This design comes from an exercise in tuning for small area on the open sky130 flow, not from production work.
Only the layout flow was run in this run; the RTL was not checked for function there.
Power figures rest on the tool's default switching activity, not on a simulated workload.

==> flow/design.v <==
module color_convert (
  input  logic [15:0] pixel,
  input  logic        sel_cb,   
  output logic [7:0]  luma,
  output logic [7:0]  chroma
);
  logic [4:0] r5;
  logic [5:0] g6;
  logic [4:0] b5;
  logic [4:0] u5;
  logic [4:0] w5;
  logic [5:0] x6;
  assign r5 = pixel[15:11];
  assign g6 = pixel[10:5];
  assign b5 = pixel[4:0];
  assign u5 = sel_cb ? b5 : r5;
  assign w5 = sel_cb ? r5 : b5;
  assign x6 = sel_cb ? {r5, 1'b0} : g6;
  logic luma_s0, luma_c0;
  assign luma_s0 = b5[0] ^ g6[0] ^ r5[0];
  assign luma_c0 = (b5[0] & g6[0]) | (r5[0] & (b5[0] ^ g6[0]));
  logic luma_s1, luma_c1;
  assign luma_s1 = b5[1] ^ g6[0] ^ g6[1];
  assign luma_c1 = (b5[1] & g6[0]) | (g6[1] & (b5[1] ^ g6[0]));
  logic luma_s2, luma_c2;
  assign luma_s2 = r5[1] ^ luma_c0 ^ luma_s1;
  assign luma_c2 = (r5[1] & luma_c0) | (luma_s1 & (r5[1] ^ luma_c0));
  logic luma_s3, luma_c3;
  assign luma_s3 = b5[0] ^ b5[2] ^ g6[1];
  assign luma_c3 = (b5[0] & b5[2]) | (g6[1] & (b5[0] ^ b5[2]));
  logic luma_s4, luma_c4;
  assign luma_s4 = g6[2] ^ r5[0] ^ r5[2];
  assign luma_c4 = (g6[2] & r5[0]) | (r5[2] & (g6[2] ^ r5[0]));
  logic luma_s5, luma_c5;
  assign luma_s5 = luma_c1 ^ luma_s3 ^ luma_s4;
  assign luma_c5 = (luma_c1 & luma_s3) | (luma_s4 & (luma_c1 ^ luma_s3));
  logic luma_s6, luma_c6;
  assign luma_s6 = luma_c2 ^ luma_s5;
  assign luma_c6 = luma_c2 & luma_s5;
  logic luma_s7, luma_c7;
  assign luma_s7 = b5[0] ^ b5[1] ^ b5[3];
  assign luma_c7 = (b5[0] & b5[1]) | (b5[3] & (b5[0] ^ b5[1]));
  logic luma_s8, luma_c8;
  assign luma_s8 = g6[0] ^ g6[2] ^ g6[3];
  assign luma_c8 = (g6[0] & g6[2]) | (g6[3] & (g6[0] ^ g6[2]));
  logic luma_s9, luma_c9;
  assign luma_s9 = r5[0] ^ r5[1] ^ r5[3];
  assign luma_c9 = (r5[0] & r5[1]) | (r5[3] & (r5[0] ^ r5[1]));
  logic luma_s10, luma_c10;
  assign luma_s10 = luma_c3 ^ luma_c4 ^ luma_s7;
  assign luma_c10 = (luma_c3 & luma_c4) | (luma_s7 & (luma_c3 ^ luma_c4));
  logic luma_s11, luma_c11;
  assign luma_s11 = luma_s8 ^ luma_s9 ^ luma_c5;
  assign luma_c11 = (luma_s8 & luma_s9) | (luma_c5 & (luma_s8 ^ luma_s9));
  logic luma_s12, luma_c12;
  assign luma_s12 = luma_s10 ^ luma_c6 ^ luma_s11;
  assign luma_c12 = (luma_s10 & luma_c6) | (luma_s11 & (luma_s10 ^ luma_c6));
  logic luma_s13, luma_c13;
  assign luma_s13 = b5[0] ^ b5[1] ^ b5[2];
  assign luma_c13 = (b5[0] & b5[1]) | (b5[2] & (b5[0] ^ b5[1]));
  logic luma_s14, luma_c14;
  assign luma_s14 = b5[4] ^ g6[1] ^ g6[3];
  assign luma_c14 = (b5[4] & g6[1]) | (g6[3] & (b5[4] ^ g6[1]));
  logic luma_s15, luma_c15;
  assign luma_s15 = g6[4] ^ r5[1] ^ r5[2];
  assign luma_c15 = (g6[4] & r5[1]) | (r5[2] & (g6[4] ^ r5[1]));
  logic luma_s16, luma_c16;
  assign luma_s16 = r5[4] ^ luma_c7 ^ luma_c8;
  assign luma_c16 = (r5[4] & luma_c7) | (luma_c8 & (r5[4] ^ luma_c7));
  logic luma_s17, luma_c17;
  assign luma_s17 = luma_c9 ^ luma_s13 ^ luma_s14;
  assign luma_c17 = (luma_c9 & luma_s13) | (luma_s14 & (luma_c9 ^ luma_s13));
  logic luma_s18, luma_c18;
  assign luma_s18 = luma_s15 ^ luma_c10 ^ luma_s16;
  assign luma_c18 = (luma_s15 & luma_c10) | (luma_s16 & (luma_s15 ^ luma_c10));
  logic luma_s19, luma_c19;
  assign luma_s19 = luma_s17 ^ luma_c11 ^ luma_s18;
  assign luma_c19 = (luma_s17 & luma_c11) | (luma_s18 & (luma_s17 ^ luma_c11));
  logic luma_s20, luma_c20;
  assign luma_s20 = luma_c12 ^ luma_s19;
  assign luma_c20 = luma_c12 & luma_s19;
  logic luma_s21, luma_c21;
  assign luma_s21 = b5[1] ^ b5[2] ^ b5[3];
  assign luma_c21 = (b5[1] & b5[2]) | (b5[3] & (b5[1] ^ b5[2]));
  logic luma_s22, luma_c22;
  assign luma_s22 = g6[2] ^ g6[4] ^ g6[5];
  assign luma_c22 = (g6[2] & g6[4]) | (g6[5] & (g6[2] ^ g6[4]));
  logic luma_s23, luma_c23;
  assign luma_s23 = r5[2] ^ r5[3] ^ luma_c13;
  assign luma_c23 = (r5[2] & r5[3]) | (luma_c13 & (r5[2] ^ r5[3]));
  logic luma_s24, luma_c24;
  assign luma_s24 = luma_c14 ^ luma_c15 ^ luma_s21;
  assign luma_c24 = (luma_c14 & luma_c15) | (luma_s21 & (luma_c14 ^ luma_c15));
  logic luma_s25, luma_c25;
  assign luma_s25 = luma_s22 ^ luma_c16 ^ luma_c17;
  assign luma_c25 = (luma_s22 & luma_c16) | (luma_c17 & (luma_s22 ^ luma_c16));
  logic luma_s26, luma_c26;
  assign luma_s26 = luma_s23 ^ luma_s24 ^ luma_c18;
  assign luma_c26 = (luma_s23 & luma_s24) | (luma_c18 & (luma_s23 ^ luma_s24));
  logic luma_s27, luma_c27;
  assign luma_s27 = luma_s25 ^ luma_s26 ^ luma_c19;
  assign luma_c27 = (luma_s25 & luma_s26) | (luma_c19 & (luma_s25 ^ luma_s26));
  logic luma_s28, luma_c28;
  assign luma_s28 = luma_c20 ^ luma_s27;
  assign luma_c28 = luma_c20 & luma_s27;
  logic luma_s29, luma_c29;
  assign luma_s29 = b5[2] ^ b5[3] ^ b5[4];
  assign luma_c29 = (b5[2] & b5[3]) | (b5[4] & (b5[2] ^ b5[3]));
  logic luma_s30, luma_c30;
  assign luma_s30 = g6[0] ^ g6[3] ^ g6[5];
  assign luma_c30 = (g6[0] & g6[3]) | (g6[5] & (g6[0] ^ g6[3]));
  logic luma_s31, luma_c31;
  assign luma_s31 = r5[0] ^ r5[3] ^ r5[4];
  assign luma_c31 = (r5[0] & r5[3]) | (r5[4] & (r5[0] ^ r5[3]));
  logic luma_s32, luma_c32;
  assign luma_s32 = luma_c21 ^ luma_c22 ^ luma_s29;
  assign luma_c32 = (luma_c21 & luma_c22) | (luma_s29 & (luma_c21 ^ luma_c22));
  logic luma_s33, luma_c33;
  assign luma_s33 = luma_s30 ^ luma_s31 ^ luma_c23;
  assign luma_c33 = (luma_s30 & luma_s31) | (luma_c23 & (luma_s30 ^ luma_s31));
  logic luma_s34, luma_c34;
  assign luma_s34 = luma_c24 ^ luma_s32 ^ luma_c25;
  assign luma_c34 = (luma_c24 & luma_s32) | (luma_c25 & (luma_c24 ^ luma_s32));
  logic luma_s35, luma_c35;
  assign luma_s35 = luma_s33 ^ luma_c26 ^ luma_s34;
  assign luma_c35 = (luma_s33 & luma_c26) | (luma_s34 & (luma_s33 ^ luma_c26));
  logic luma_s36, luma_c36;
  assign luma_s36 = luma_c27 ^ luma_s35 ^ luma_c28;
  assign luma_c36 = (luma_c27 & luma_s35) | (luma_c28 & (luma_c27 ^ luma_s35));
  logic luma_s37, luma_c37;
  assign luma_s37 = b5[3] ^ b5[4] ^ g6[1];
  assign luma_c37 = (b5[3] & b5[4]) | (g6[1] & (b5[3] ^ b5[4]));
  logic luma_s38, luma_c38;
  assign luma_s38 = g6[4] ^ r5[1] ^ r5[4];
  assign luma_c38 = (g6[4] & r5[1]) | (r5[4] & (g6[4] ^ r5[1]));
  logic luma_s39, luma_c39;
  assign luma_s39 = luma_c29 ^ luma_c30 ^ luma_c31;
  assign luma_c39 = (luma_c29 & luma_c30) | (luma_c31 & (luma_c29 ^ luma_c30));
  logic luma_s40, luma_c40;
  assign luma_s40 = luma_s37 ^ luma_s38 ^ luma_c32;
  assign luma_c40 = (luma_s37 & luma_s38) | (luma_c32 & (luma_s37 ^ luma_s38));
  logic luma_s41, luma_c41;
  assign luma_s41 = luma_s39 ^ luma_c33 ^ luma_s40;
  assign luma_c41 = (luma_s39 & luma_c33) | (luma_s40 & (luma_s39 ^ luma_c33));
  logic luma_s42, luma_c42;
  assign luma_s42 = luma_c34 ^ luma_s41 ^ luma_c35;
  assign luma_c42 = (luma_c34 & luma_s41) | (luma_c35 & (luma_c34 ^ luma_s41));
  logic luma_s43, luma_c43;
  assign luma_s43 = luma_s42 ^ luma_c36;
  assign luma_c43 = luma_s42 & luma_c36;
  logic luma_s44, luma_c44;
  assign luma_s44 = b5[4] ^ g6[2] ^ g6[5];
  assign luma_c44 = (b5[4] & g6[2]) | (g6[5] & (b5[4] ^ g6[2]));
  logic luma_s45, luma_c45;
  assign luma_s45 = r5[2] ^ luma_c37 ^ luma_c38;
  assign luma_c45 = (r5[2] & luma_c37) | (luma_c38 & (r5[2] ^ luma_c37));
  logic luma_s46, luma_c46;
  assign luma_s46 = luma_s44 ^ luma_c39 ^ luma_s45;
  assign luma_c46 = (luma_s44 & luma_c39) | (luma_s45 & (luma_s44 ^ luma_c39));
  logic luma_s47, luma_c47;
  assign luma_s47 = luma_c40 ^ luma_s46 ^ luma_c41;
  assign luma_c47 = (luma_c40 & luma_s46) | (luma_c41 & (luma_c40 ^ luma_s46));
  logic luma_s48, luma_c48;
  assign luma_s48 = luma_s47 ^ luma_c42 ^ luma_c43;
  assign luma_c48 = (luma_s47 & luma_c42) | (luma_c43 & (luma_s47 ^ luma_c42));
  logic luma_s49, luma_c49;
  assign luma_s49 = g6[3] ^ r5[3] ^ luma_c44;
  assign luma_c49 = (g6[3] & r5[3]) | (luma_c44 & (g6[3] ^ r5[3]));
  logic luma_s50, luma_c50;
  assign luma_s50 = luma_c45 ^ luma_s49 ^ luma_c46;
  assign luma_c50 = (luma_c45 & luma_s49) | (luma_c46 & (luma_c45 ^ luma_s49));
  logic luma_s51, luma_c51;
  assign luma_s51 = luma_s50 ^ luma_c47 ^ luma_c48;
  assign luma_c51 = (luma_s50 & luma_c47) | (luma_c48 & (luma_s50 ^ luma_c47));
  logic luma_s52, luma_c52;
  assign luma_s52 = g6[4] ^ r5[4] ^ luma_c49;
  assign luma_c52 = (g6[4] & r5[4]) | (luma_c49 & (g6[4] ^ r5[4]));
  logic luma_s53, luma_c53;
  assign luma_s53 = luma_s52 ^ luma_c50 ^ luma_c51;
  assign luma_c53 = (luma_s52 & luma_c50) | (luma_c51 & (luma_s52 ^ luma_c50));
  logic luma_s54, luma_c54;
  assign luma_s54 = g6[5] ^ luma_c52 ^ luma_c53;
  assign luma_c54 = (g6[5] & luma_c52) | (luma_c53 & (g6[5] ^ luma_c52));
  assign luma = {luma_c54, luma_s54, luma_s53, luma_s51, luma_s48, luma_s43, luma_s36, luma_s28};
  logic chroma_s0, chroma_c0;
  assign chroma_s0 = 1'b1 ^ ~g6[0];
  assign chroma_c0 = 1'b1 & ~g6[0];
  logic chroma_s1, chroma_c1;
  assign chroma_s1 = ~g6[1] ^ chroma_c0 ^ ~w5[0];
  assign chroma_c1 = (~g6[1] & chroma_c0) | (~w5[0] & (~g6[1] ^ chroma_c0));
  logic chroma_s2, chroma_c2;
  assign chroma_s2 = ~x6[0] ^ chroma_s1;
  assign chroma_c2 = ~x6[0] & chroma_s1;
  logic chroma_s3, chroma_c3;
  assign chroma_s3 = 1'b1 ^ ~g6[0] ^ ~g6[2];
  assign chroma_c3 = (1'b1 & ~g6[0]) | (~g6[2] & (1'b1 ^ ~g6[0]));
  logic chroma_s4, chroma_c4;
  assign chroma_s4 = ~w5[1] ^ ~x6[0] ^ ~x6[1];
  assign chroma_c4 = (~w5[1] & ~x6[0]) | (~x6[1] & (~w5[1] ^ ~x6[0]));
  logic chroma_s5, chroma_c5;
  assign chroma_s5 = chroma_s3 ^ chroma_c1 ^ chroma_s4;
  assign chroma_c5 = (chroma_s3 & chroma_c1) | (chroma_s4 & (chroma_s3 ^ chroma_c1));
  logic chroma_s6, chroma_c6;
  assign chroma_s6 = chroma_c2 ^ chroma_s5;
  assign chroma_c6 = chroma_c2 & chroma_s5;
  logic chroma_s7, chroma_c7;
  assign chroma_s7 = ~g6[1] ^ ~g6[3] ^ ~w5[0];
  assign chroma_c7 = (~g6[1] & ~g6[3]) | (~w5[0] & (~g6[1] ^ ~g6[3]));
  logic chroma_s8, chroma_c8;
  assign chroma_s8 = ~w5[2] ^ ~x6[1] ^ ~x6[2];
  assign chroma_c8 = (~w5[2] & ~x6[1]) | (~x6[2] & (~w5[2] ^ ~x6[1]));
  logic chroma_s9, chroma_c9;
  assign chroma_s9 = chroma_c3 ^ chroma_c4 ^ chroma_s7;
  assign chroma_c9 = (chroma_c3 & chroma_c4) | (chroma_s7 & (chroma_c3 ^ chroma_c4));
  logic chroma_s10, chroma_c10;
  assign chroma_s10 = chroma_s8 ^ chroma_c5 ^ chroma_s9;
  assign chroma_c10 = (chroma_s8 & chroma_c5) | (chroma_s9 & (chroma_s8 ^ chroma_c5));
  logic chroma_s11, chroma_c11;
  assign chroma_s11 = chroma_c6 ^ chroma_s10;
  assign chroma_c11 = chroma_c6 & chroma_s10;
  logic chroma_s12, chroma_c12;
  assign chroma_s12 = 1'b1 ^ ~g6[0] ^ ~g6[2];
  assign chroma_c12 = (1'b1 & ~g6[0]) | (~g6[2] & (1'b1 ^ ~g6[0]));
  logic chroma_s13, chroma_c13;
  assign chroma_s13 = ~g6[4] ^ ~w5[1] ^ ~w5[3];
  assign chroma_c13 = (~g6[4] & ~w5[1]) | (~w5[3] & (~g6[4] ^ ~w5[1]));
  logic chroma_s14, chroma_c14;
  assign chroma_s14 = ~x6[0] ^ ~x6[2] ^ ~x6[3];
  assign chroma_c14 = (~x6[0] & ~x6[2]) | (~x6[3] & (~x6[0] ^ ~x6[2]));
  logic chroma_s15, chroma_c15;
  assign chroma_s15 = chroma_s12 ^ chroma_c7 ^ chroma_c8;
  assign chroma_c15 = (chroma_s12 & chroma_c7) | (chroma_c8 & (chroma_s12 ^ chroma_c7));
  logic chroma_s16, chroma_c16;
  assign chroma_s16 = chroma_s13 ^ chroma_s14 ^ chroma_c9;
  assign chroma_c16 = (chroma_s13 & chroma_s14) | (chroma_c9 & (chroma_s13 ^ chroma_s14));
  logic chroma_s17, chroma_c17;
  assign chroma_s17 = chroma_s15 ^ chroma_s16 ^ chroma_c10;
  assign chroma_c17 = (chroma_s15 & chroma_s16) | (chroma_c10 & (chroma_s15 ^ chroma_s16));
  logic chroma_s18, chroma_c18;
  assign chroma_s18 = chroma_c11 ^ chroma_s17;
  assign chroma_c18 = chroma_c11 & chroma_s17;
  logic chroma_s19, chroma_c19;
  assign chroma_s19 = ~g6[1] ^ ~g6[3] ^ ~g6[5];
  assign chroma_c19 = (~g6[1] & ~g6[3]) | (~g6[5] & (~g6[1] ^ ~g6[3]));
  logic chroma_s20, chroma_c20;
  assign chroma_s20 = ~w5[0] ^ ~w5[2] ^ ~w5[4];
  assign chroma_c20 = (~w5[0] & ~w5[2]) | (~w5[4] & (~w5[0] ^ ~w5[2]));
  logic chroma_s21, chroma_c21;
  assign chroma_s21 = ~x6[1] ^ ~x6[3] ^ ~x6[4];
  assign chroma_c21 = (~x6[1] & ~x6[3]) | (~x6[4] & (~x6[1] ^ ~x6[3]));
  logic chroma_s22, chroma_c22;
  assign chroma_s22 = chroma_c12 ^ chroma_s19 ^ chroma_c13;
  assign chroma_c22 = (chroma_c12 & chroma_s19) | (chroma_c13 & (chroma_c12 ^ chroma_s19));
  logic chroma_s23, chroma_c23;
  assign chroma_s23 = chroma_c14 ^ chroma_s20 ^ chroma_s21;
  assign chroma_c23 = (chroma_c14 & chroma_s20) | (chroma_s21 & (chroma_c14 ^ chroma_s20));
  logic chroma_s24, chroma_c24;
  assign chroma_s24 = chroma_c15 ^ chroma_s22 ^ chroma_s23;
  assign chroma_c24 = (chroma_c15 & chroma_s22) | (chroma_s23 & (chroma_c15 ^ chroma_s22));
  logic chroma_s25, chroma_c25;
  assign chroma_s25 = chroma_c16 ^ chroma_s24 ^ chroma_c17;
  assign chroma_c25 = (chroma_c16 & chroma_s24) | (chroma_c17 & (chroma_c16 ^ chroma_s24));
  logic chroma_s26, chroma_c26;
  assign chroma_s26 = chroma_c18 ^ chroma_s25;
  assign chroma_c26 = chroma_c18 & chroma_s25;
  logic chroma_s27, chroma_c27;
  assign chroma_s27 = ~g6[0] ^ ~g6[2] ^ ~g6[4];
  assign chroma_c27 = (~g6[0] & ~g6[2]) | (~g6[4] & (~g6[0] ^ ~g6[2]));
  logic chroma_s28, chroma_c28;
  assign chroma_s28 = ~w5[1] ^ ~w5[3] ^ ~x6[2];
  assign chroma_c28 = (~w5[1] & ~w5[3]) | (~x6[2] & (~w5[1] ^ ~w5[3]));
  logic chroma_s29, chroma_c29;
  assign chroma_s29 = ~x6[4] ^ ~x6[5] ^ chroma_c19;
  assign chroma_c29 = (~x6[4] & ~x6[5]) | (chroma_c19 & (~x6[4] ^ ~x6[5]));
  logic chroma_s30, chroma_c30;
  assign chroma_s30 = chroma_s27 ^ chroma_c20 ^ chroma_c21;
  assign chroma_c30 = (chroma_s27 & chroma_c20) | (chroma_c21 & (chroma_s27 ^ chroma_c20));
  logic chroma_s31, chroma_c31;
  assign chroma_s31 = chroma_s28 ^ chroma_s29 ^ chroma_c22;
  assign chroma_c31 = (chroma_s28 & chroma_s29) | (chroma_c22 & (chroma_s28 ^ chroma_s29));
  logic chroma_s32, chroma_c32;
  assign chroma_s32 = chroma_c23 ^ chroma_s30 ^ chroma_s31;
  assign chroma_c32 = (chroma_c23 & chroma_s30) | (chroma_s31 & (chroma_c23 ^ chroma_s30));
  logic chroma_s33, chroma_c33;
  assign chroma_s33 = chroma_c24 ^ chroma_s32 ^ chroma_c25;
  assign chroma_c33 = (chroma_c24 & chroma_s32) | (chroma_c25 & (chroma_c24 ^ chroma_s32));
  logic chroma_s34, chroma_c34;
  assign chroma_s34 = chroma_c26 ^ chroma_s33;
  assign chroma_c34 = chroma_c26 & chroma_s33;
  logic chroma_s35, chroma_c35;
  assign chroma_s35 = 1'b1 ^ ~g6[1] ^ ~g6[3];
  assign chroma_c35 = (1'b1 & ~g6[1]) | (~g6[3] & (1'b1 ^ ~g6[1]));
  logic chroma_s36, chroma_c36;
  assign chroma_s36 = ~g6[5] ^ ~w5[2] ^ ~w5[4];
  assign chroma_c36 = (~g6[5] & ~w5[2]) | (~w5[4] & (~g6[5] ^ ~w5[2]));
  logic chroma_s37, chroma_c37;
  assign chroma_s37 = ~x6[3] ^ ~x6[5] ^ chroma_c27;
  assign chroma_c37 = (~x6[3] & ~x6[5]) | (chroma_c27 & (~x6[3] ^ ~x6[5]));
  logic chroma_s38, chroma_c38;
  assign chroma_s38 = chroma_s35 ^ chroma_c28 ^ chroma_s36;
  assign chroma_c38 = (chroma_s35 & chroma_c28) | (chroma_s36 & (chroma_s35 ^ chroma_c28));
  logic chroma_s39, chroma_c39;
  assign chroma_s39 = chroma_c29 ^ chroma_s37 ^ chroma_c30;
  assign chroma_c39 = (chroma_c29 & chroma_s37) | (chroma_c30 & (chroma_c29 ^ chroma_s37));
  logic chroma_s40, chroma_c40;
  assign chroma_s40 = chroma_s38 ^ chroma_c31 ^ chroma_s39;
  assign chroma_c40 = (chroma_s38 & chroma_c31) | (chroma_s39 & (chroma_s38 ^ chroma_c31));
  logic chroma_s41, chroma_c41;
  assign chroma_s41 = chroma_c32 ^ chroma_s40 ^ chroma_c33;
  assign chroma_c41 = (chroma_c32 & chroma_s40) | (chroma_c33 & (chroma_c32 ^ chroma_s40));
  logic chroma_s42, chroma_c42;
  assign chroma_s42 = chroma_c34 ^ chroma_s41;
  assign chroma_c42 = chroma_c34 & chroma_s41;
  logic chroma_s43, chroma_c43;
  assign chroma_s43 = ~g6[2] ^ ~g6[4] ^ u5[0];
  assign chroma_c43 = (~g6[2] & ~g6[4]) | (u5[0] & (~g6[2] ^ ~g6[4]));
  logic chroma_s44, chroma_c44;
  assign chroma_s44 = ~w5[3] ^ ~x6[4] ^ chroma_c35;
  assign chroma_c44 = (~w5[3] & ~x6[4]) | (chroma_c35 & (~w5[3] ^ ~x6[4]));
  logic chroma_s45, chroma_c45;
  assign chroma_s45 = chroma_c36 ^ chroma_s43 ^ chroma_c37;
  assign chroma_c45 = (chroma_c36 & chroma_s43) | (chroma_c37 & (chroma_c36 ^ chroma_s43));
  logic chroma_s46, chroma_c46;
  assign chroma_s46 = chroma_s44 ^ chroma_c38 ^ chroma_s45;
  assign chroma_c46 = (chroma_s44 & chroma_c38) | (chroma_s45 & (chroma_s44 ^ chroma_c38));
  logic chroma_s47, chroma_c47;
  assign chroma_s47 = chroma_c39 ^ chroma_s46 ^ chroma_c40;
  assign chroma_c47 = (chroma_c39 & chroma_s46) | (chroma_c40 & (chroma_c39 ^ chroma_s46));
  logic chroma_s48, chroma_c48;
  assign chroma_s48 = chroma_s47 ^ chroma_c41 ^ chroma_c42;
  assign chroma_c48 = (chroma_s47 & chroma_c41) | (chroma_c42 & (chroma_s47 ^ chroma_c41));
  logic chroma_s49, chroma_c49;
  assign chroma_s49 = ~g6[3] ^ ~g6[5] ^ u5[1];
  assign chroma_c49 = (~g6[3] & ~g6[5]) | (u5[1] & (~g6[3] ^ ~g6[5]));
  logic chroma_s50, chroma_c50;
  assign chroma_s50 = ~w5[4] ^ ~x6[5] ^ chroma_c43;
  assign chroma_c50 = (~w5[4] & ~x6[5]) | (chroma_c43 & (~w5[4] ^ ~x6[5]));
  logic chroma_s51, chroma_c51;
  assign chroma_s51 = chroma_s49 ^ chroma_c44 ^ chroma_s50;
  assign chroma_c51 = (chroma_s49 & chroma_c44) | (chroma_s50 & (chroma_s49 ^ chroma_c44));
  logic chroma_s52, chroma_c52;
  assign chroma_s52 = chroma_c45 ^ chroma_s51 ^ chroma_c46;
  assign chroma_c52 = (chroma_c45 & chroma_s51) | (chroma_c46 & (chroma_c45 ^ chroma_s51));
  logic chroma_s53, chroma_c53;
  assign chroma_s53 = chroma_s52 ^ chroma_c47 ^ chroma_c48;
  assign chroma_c53 = (chroma_s52 & chroma_c47) | (chroma_c48 & (chroma_s52 ^ chroma_c47));
  logic chroma_s54, chroma_c54;
  assign chroma_s54 = ~g6[4] ^ u5[2] ^ chroma_c49;
  assign chroma_c54 = (~g6[4] & u5[2]) | (chroma_c49 & (~g6[4] ^ u5[2]));
  logic chroma_s55, chroma_c55;
  assign chroma_s55 = chroma_c50 ^ chroma_s54 ^ chroma_c51;
  assign chroma_c55 = (chroma_c50 & chroma_s54) | (chroma_c51 & (chroma_c50 ^ chroma_s54));
  logic chroma_s56, chroma_c56;
  assign chroma_s56 = chroma_s55 ^ chroma_c52 ^ chroma_c53;
  assign chroma_c56 = (chroma_s55 & chroma_c52) | (chroma_c53 & (chroma_s55 ^ chroma_c52));
  logic chroma_s57, chroma_c57;
  assign chroma_s57 = ~g6[5] ^ u5[3] ^ chroma_c54;
  assign chroma_c57 = (~g6[5] & u5[3]) | (chroma_c54 & (~g6[5] ^ u5[3]));
  logic chroma_s58, chroma_c58;
  assign chroma_s58 = chroma_s57 ^ chroma_c55 ^ chroma_c56;
  assign chroma_c58 = (chroma_s57 & chroma_c55) | (chroma_c56 & (chroma_s57 ^ chroma_c55));
  logic chroma_s59, chroma_c59;
  assign chroma_s59 = u5[4] ^ chroma_c57 ^ chroma_c58;
  assign chroma_c59 = (u5[4] & chroma_c57) | (chroma_c58 & (u5[4] ^ chroma_c57));
  assign chroma = {chroma_c59, chroma_s59, chroma_s58, chroma_s56, chroma_s53, chroma_s48, chroma_s42, chroma_s34};
endmodule
module channel_threshold (
  input  logic [15:0] pixel,
  input  logic [7:0]  luma,
  input  logic [7:0]  chroma,    
  input  logic [2:0]  channel_sel,
  input  logic [7:0]  lower_bound,
  input  logic [7:0]  upper_bound,
  output logic [7:0]  channel,
  output logic        in_range
);
  always_comb begin
    case (channel_sel)
      3'b000:  channel = {pixel[10:5], 2'b00};   
      3'b001:  channel = {pixel[15:11], 3'b000};  
      3'b010:  channel = {pixel[4:0], 3'b000};   
      3'b100:  channel = luma;
      3'b101:  channel = chroma;  
      3'b110:  channel = chroma;  
      default: channel = '0;  
    endcase
  end
  assign in_range = (channel >= lower_bound) && (channel <= upper_bound);
endmodule
module com_divider (
  input  logic [21:0] window,
  input  logic [21:0] divisor,
  input  logic        enable,    
  output logic [20:0] rem_next,  
  output logic        q_bit
);
  logic [22:0] diff;
  assign diff     = {1'b0, window} - {1'b0, divisor};
  assign q_bit    = enable && !diff[22];
  assign rem_next = q_bit ? diff[20:0] : window[20:0];
endmodule
module com_accumulator (
  input  logic        clk_pixel,
  input  logic        sys_rst,
  input  logic        mark,        
  input  logic        new_frame,
  input  logic [10:0] hcount,
  input  logic [9:0]  vcount,
  output logic [10:0] x_com,
  output logic [9:0]  y_com,
  output logic        com_valid
);
  localparam int X_STEPS = 11;
  localparam int Y_FIRST = 32;  
  localparam int LAST    = 42;  
  logic [31:0] x_sum;   
  logic [30:0] y_sum;
  logic [21:0] count;
  logic        busy;
  logic [5:0]  step;
  logic        step_en;
  logic [20:0] rem_next;
  logic        q_bit;
  assign step_en = (step < 6'(X_STEPS)) || (step >= 6'(Y_FIRST));
  com_divider div_i (
    .window   (x_sum[31:10]),
    .divisor  (count),
    .enable   (step_en),
    .rem_next (rem_next),
    .q_bit    (q_bit)
  );
  always_ff @(posedge clk_pixel) begin
    if (sys_rst) begin
      x_sum     <= '0;
      y_sum     <= '0;
      count     <= '0;
      busy      <= 1'b0;
      step      <= '0;
      x_com     <= '0;
      y_com     <= '0;
      com_valid <= 1'b0;
    end else begin
      com_valid <= 1'b0;
      if (busy) begin
        step <= step + 1'b1;
        if (step == 6'(LAST)) begin
          busy      <= 1'b0;
          x_com     <= x_sum[10:0];
          y_com     <= y_sum[9:0];
          com_valid <= 1'b1;
          x_sum     <= '0;
          y_sum     <= '0;
          count     <= '0;
        end else begin
          x_sum <= {rem_next, x_sum[9:0], y_sum[30]};
          y_sum <= {y_sum[29:0], q_bit};
        end
      end else if (new_frame) begin
        busy <= (count != '0);
        step <= '0;
      end else if (mark) begin
        x_sum <= x_sum + 32'(hcount);
        y_sum <= y_sum + 31'(vcount);
        count <= count + 1'b1;
      end
    end
  end
endmodule
module overlay_mux (
  input  logic [15:0] bg_pix,
  input  logic        mask,
  input  logic [10:0] hcount,
  input  logic [9:0]  vcount,
  input  logic [1:0]  bg_sel,
  input  logic [1:0]  target_sel,
  input  logic [10:0] x_com,
  input  logic [9:0]  y_com,
  output logic [23:0] pixel_out
);
  logic [7:0]  gray;
  logic [23:0] bg;
  logic        on_cross;
  assign gray = bg_pix[7:0];
  always_comb begin
    case (bg_sel)
      2'b00:   bg = {bg_pix[15:11], 3'b000, bg_pix[10:5], 2'b00, bg_pix[4:0], 3'b000};
      2'b01:   bg = {gray, gray, gray};
      2'b10:   bg = {24{mask}};
      default: bg = mask ? 24'hFF00FF : {gray, gray, gray};
    endcase
  end
  assign on_cross = (target_sel == 2'b01) && ((hcount == x_com) || (vcount == y_com));
  assign pixel_out = on_cross ? 24'hFFFFFF : bg;
endmodule
module color_tracker #(
  parameter int SUM_BITS = 32  
) (
  input  logic        clk_pixel,
  input  logic        sys_rst,
  input  logic [15:0] pixel,
  input  logic [24:0] timing,
  input  logic [2:0]  channel_sel,
  input  logic [7:0]  lower_bound,
  input  logic [7:0]  upper_bound,
  input  logic [1:0]  bg_sel,
  input  logic [1:0]  target_sel,
  output logic [23:0] pixel_out,
  output logic [24:0] timing_out,
  output logic [10:0] x_com,
  output logic [9:0]  y_com,
  output logic        com_valid
);
  logic [15:0] pix_q1, pix_q2, pix_q3, pix_q4;
  logic [24:0] tim_q1, tim_q2, tim_q3, tim_q4, tim_q5;
  logic [3:0]  rst_hist;  
  logic [7:0]  luma, chroma, channel;
  logic        in_range;
  logic [15:0] bg_q;
  logic        mask_q;
  color_convert color_convert_i (
    .pixel  (pix_q4),
    .sel_cb (channel_sel[1]),
    .luma   (luma),
    .chroma (chroma)
  );
  channel_threshold channel_threshold_i (
    .pixel       (pix_q4),
    .luma        (luma),
    .chroma      (chroma),
    .channel_sel (channel_sel),
    .lower_bound (lower_bound),
    .upper_bound (upper_bound),
    .channel     (channel),
    .in_range    (in_range)
  );
  always_ff @(posedge clk_pixel) begin
    pix_q1   <= pixel;
    pix_q2   <= pix_q1;
    pix_q3   <= pix_q2;
    pix_q4   <= pix_q3;
    tim_q1   <= timing;
    tim_q2   <= tim_q1;
    tim_q3   <= tim_q2;
    tim_q4   <= tim_q3;
    rst_hist <= {rst_hist[2:0], sys_rst};
    if (sys_rst || (rst_hist != '0)) tim_q5 <= '0;
    else tim_q5 <= tim_q4;
    mask_q   <= in_range;
    bg_q[15:8] <= pix_q4[15:8];
    if (bg_sel == 2'b00) bg_q[7:0] <= pix_q4[7:0];
    else if (bg_sel[1]) bg_q[7:0] <= luma;
    else bg_q[7:0] <= channel;
  end
  assign timing_out = tim_q5;
  com_accumulator com_accumulator_i (
    .clk_pixel (clk_pixel),
    .sys_rst   (sys_rst),
    .mark      (tim_q5[3] && mask_q),
    .new_frame (tim_q5[0]),
    .hcount    (tim_q5[24:14]),
    .vcount    (tim_q5[13:4]),
    .x_com     (x_com),
    .y_com     (y_com),
    .com_valid (com_valid)
  );
  overlay_mux overlay_mux_i (
    .bg_pix     (bg_q),
    .mask       (mask_q),
    .hcount     (tim_q5[24:14]),
    .vcount     (tim_q5[13:4]),
    .bg_sel     (bg_sel),
    .target_sel (target_sel),
    .x_com      (x_com),
    .y_com      (y_com),
    .pixel_out  (pixel_out)
  );
endmodule
==> flow/run.sh <==
#!/bin/bash
# synth_recipe.tcl (not shown) runs the flow's synth.tcl, then flattens the netlist and writes it again
# the make line also repeats each setting of config.mk as NAME=value (left out here)
make -C /OpenROAD-flow-scripts/flow DESIGN_CONFIG=/design/flow/config.mk WORK_HOME=/design/flow/orfs CLKGATE_MAP_FILE= SYNTH_SCRIPT=/design/flow/synth_recipe.tcl finish
==> flow/config.mk <==
export PLATFORM = sky130hd
export DESIGN_NAME = color_tracker
export DESIGN_NICKNAME = color_tracker
export VERILOG_FILES = /design/flow/design.v
export SDC_FILE = /design/flow/constraint.sdc
export NUM_CORES = 4
export LEC_CHECK = 0
export CAP_MARGIN = 20
export CORE_MARGIN = 2
export CORE_UTILIZATION = 40
export PLACE_DENSITY = 0.6
export SLEW_MARGIN = 20
==> flow/constraint.sdc <==
create_clock -name core_clock -period 6.7 [get_ports {clk_pixel}]
set_input_delay 1.3400 -clock core_clock [delete_from_list [all_inputs] [get_ports {clk_pixel}]]
set_output_delay 1.3400 -clock core_clock [all_outputs]
set_load 0.01 [all_outputs]
==> results.ini <==
[timing]
period_needed_ns=7.19
drv_slew=0
tightestPinTransition_ns=0.849
final.period_utilization_pct=107
setup_viol=2
fin_skew_ns=0.0299
hold_viol=0
rsz0062_at_grt=yes
relSlewSlack_pct=43.2
setup_slack_ns=-0.489
fmax_mhz=139

[finish]
mostFrequentLayoutCell=dfxtp_1
n_antenna_cell=0
area_growth_pct=22.9
seqCellArea_mm2=0.00649
multi_input_area_mm2=0.00878
layout_common_cells=324 x dfxtp_1, 170 x inv_1, 152 x nor2_1, 134 x clkdlybuf4s50_1, 108 x nand2_1
fillers=3705
drive_gt1_share_pct=10.4
nets=2105
finalNonFillerCells=2415

[routing]
wl_um=42500
via_count=12500
post-route-drc-count=0
via_per_inst=5.17
routedWlPerCell_um=17.6
drtAntennaViolNets=0
first_iter_violations=780
dr.pass1.iters=5

[yosys]
synth_nets=1917
ys_seq_elements=324
synth_cell_types=79
synth_edf_count=0
netlist_area_mm2=0.0161
syn_area_per_cell_um2=9.58
yosys_warnings=4
synthFlopType=dfxtp_1
ys_seq_area_share_pct=40.4
async_flop_share_pct=0
netlist_instances=1678

[power_and_ir_drop]
ir_drop_mv=0.285
power_frac_comb_pct=31.0
powerDensity_mw_per_mm2=297
clockPowerShare_pct=33.8
switchingPower_w=0.00180
total_power_w=0.00587
leakage_nw=8.20
internal_power_w=0.00407
sw_frac_of_total_pct=30.7
seq_power_share_pct=35.2

[grt]
grt_overflow=0
grt_pass1_vias=12500
antenna_found_initial=1
grt_max_degree=38
grt_pass1_wl_um=67800
grt_util_all_layers_pct=20.7

[worst_setup_path]
crit_type=input port to flop
regToRegSetupSlack_ns=0.05
cp_data_arrival_time_ns=7.63
worstReg2RegEnd=mask_q$_DFF_P_
cpMostUsedCell=fa_2
start_kind=input port
crit_required_ns=7.14
r2r_cells=25
critPathCaptureType=flop
max_stage_delay_ns=0.50
crit-reg2reg-launch=pix_q4[0]$_DFF_P_
crit_fanout=7
crit_slowest_cell=fa_1

[min_path]
min_path_cells=0
worstHoldStart=pix_q3[3]$_DFF_P_
hold_path.class=flop to flop
hold_end=pix_q4[3]$_DFF_P_

[clock_tree]
cts_max_level=2
clk_pin_slew_ns=0.06
cts.sinks=324
cts_root_buf=clkbuf_16
cts_buffer_depth=3
worstSkewPairLatency_ns=0.55
cts_buffers=35
tritoncts=yes
cts_hold_repair.buffers=0

[floorplan]
start_util_pct=40.5
core-area_mm2=0.0397
die-area_mm2=0.0418
num_rows=73
die_w_um=204
num_io_pins=137
die_y_um=204

[flow_run]
max-cap-violations=0

[placement]
io_buffers=136
dp_hpwl_um=31600
globalplace.congestion=0.899
place_ws_ns=-1.44
dp_cells=2344

[status]
outcome=complete, but fails checks
violatedChecks=negative setup slack

==> power by group through the flow <==
stage	clock (W)	sequential [W]	combinational, W
2_1_floorplan	0	0.00210	0.00108
3_3_place_gp	0	0.00211	0.00170
3_5_place_dp	0	0.00211	0.00173
4_1_cts	0.00204	0.00207	0.00180
5_1_grt	0.00212	0.00208	0.00205
6_report	0.00199	0.00207	0.00182
==> synth_stat cells, types with 9 or more instances <==
master | number | area (um2)
o31ai_1 | 9 | 67.6
buf_1 | 9 | 33.8
ha_1 | 73 | 913
a31oi_1 | 10 | 62.6
a211oi_1 | 22 | 165
nor2_1 | 154 | 578
o21a_1 | 21 | 158
nand2_1 | 110 | 413
xor2_1 | 31 | 272
mux2i_1 | 40 | 400
clkbuf_1 | 40 | 150
xnor2_1 | 56 | 490
o22ai_1 | 19 | 119
nand2b_1 | 11 | 68.8
a21oi_1 | 85 | 425
dfxtp_1 | 324 | 6490
nor4_1 | 20 | 125
nand4_1 | 16 | 100
inv_1 | 177 | 664
fa_1 | 100 | 2000
nor3_1 | 40 | 200
a21o_1 | 15 | 113
nand3_1 | 34 | 170
and2_1 | 35 | 219
o21ai_0 | 62 | 310
a22oi_1 | 10 | 75.1
nor2b_1 | 14 | 87.6
==> what timing repair did <==
action	CTS	global route
pin swaps	8	2
cloned	1	0
gates resized for setup	15	16
setup endpoints to repair	4	3
hold endpoints to repair	0	0
setup buffers	9	0
==> registers in the layout (all words and copies together), names as in the netlist <==
register,cells
pix_q1,16
pix_q2,16
com_accumulator_i.y_sum,31
com_accumulator_i.x_sum,32
com_accumulator_i.x_com,11
tim_q1,25
com_accumulator_i.count,22
pix_q3,16
bg_q,16
mask_q,1
tim_q4,25
tim_q3,25
com_accumulator_i.y_com,10
com_accumulator_i.com_valid,1
com_accumulator_i.busy,1
com_accumulator_i.step,6
tim_q5,25
rst_hist,4
tim_q2,25
pix_q4,16
==> how the worst max path moves through the flow <==
| stage | from | endpoint | cells past startpoint |
|---|---|---|---|
| floorplan | channel_sel[1] | mask_q$_DFF_P_ | 27 |
| global placement | channel_sel[1] | mask_q$_DFF_P_ | 29 |
| detailed placement | channel_sel[1] | mask_q$_DFF_P_ | 29 |
| CTS | channel_sel[1] | mask_q$_DFF_P_ | 27 |
| global route | channel_sel[1] | mask_q$_DFF_P_ | 29 |
| finish | channel_sel[1] | mask_q$_DFF_P_ | 27 |
==> worst max-delay path, delay by kind of cell <==
kind	cells	cell delay [ns]
simple gates	3	0.20
compound gates	5	0.66
buf+inv	5	0.54
fa+ha+maj	14	4.88
==> through the flow <==
| stage | util (%) | cell area [um2] | hold slack (ns) | setup TNS, ns |
|---|---|---|---|---|
| 2_1_floorplan | - | 16200 | 0.310 | -1.99 |
| 3_3_place_gp | 46.3 | 18400 | 0.310 | -4.27 |
| 3_5_place_dp | 46.3 | 18400 | 0.312 | -4.86 |
| 4_1_cts | 49.6 | 19700 | 0.308 | -0.717 |
| 5_1_grt | 49.7 | 19700 | 0.314 | -1.32 |
| 6_report | 49.7 | 19700 | 0.302 | -0.853 |
==> cell type report <==
type                       count  share of cell area [%]
multi-input combinational   1115                    44.4
sequential                   324                    32.8
clock inverter                16                    1.12
timing repair buffer         212                    9.95
inverter                     178                    3.38
tap                          525                    3.33
clock buffer                  45                    4.94
==> per-layer routing <==
layer,track usage (%),up-vias,wire length [um]
met3,4.27,60,2930
met5,0,-,0
met4,6.47,0,1080
met2,31.7,377,18400
li1,-,6071,-
met1,29.4,5966,20200
==> kinds of logic after synthesis <==
family	after synthesis	share of synthesized area [%]
compound gates	331	13.7
xor+xnor	87	4.74
fa+ha+maj	174	18.2
buf+inv	239	5.74
flops	324	40.4
mux	45	2.84
simple gates	478	14.4

-- static timing again, ports no longer ideal --
No port has a modelled driver above. Below, the same layout with a new extraction and two added sets of constraints. Step 1 assumes that a clkbuf_16 drives the clock port and a buf_2 every other input. Step 2 adds t to the input delays and takes it off the output delays; t is the mean of the earliest and latest rising clock arrival at the registers after step 1. Input paths then give back, and output paths get back, about the clock's delay inside the block. Slacks: ideal / step 1 / step 2; pairs: ideal / step 1.
t (ns): 0.591
setup slack, ns: -0.489 / -0.472 / -1.062
worst setup path after step 2: input to register
For this run, drivers alone change the setup slack by +0.017 ns; drivers and shift together by -0.573 ns.
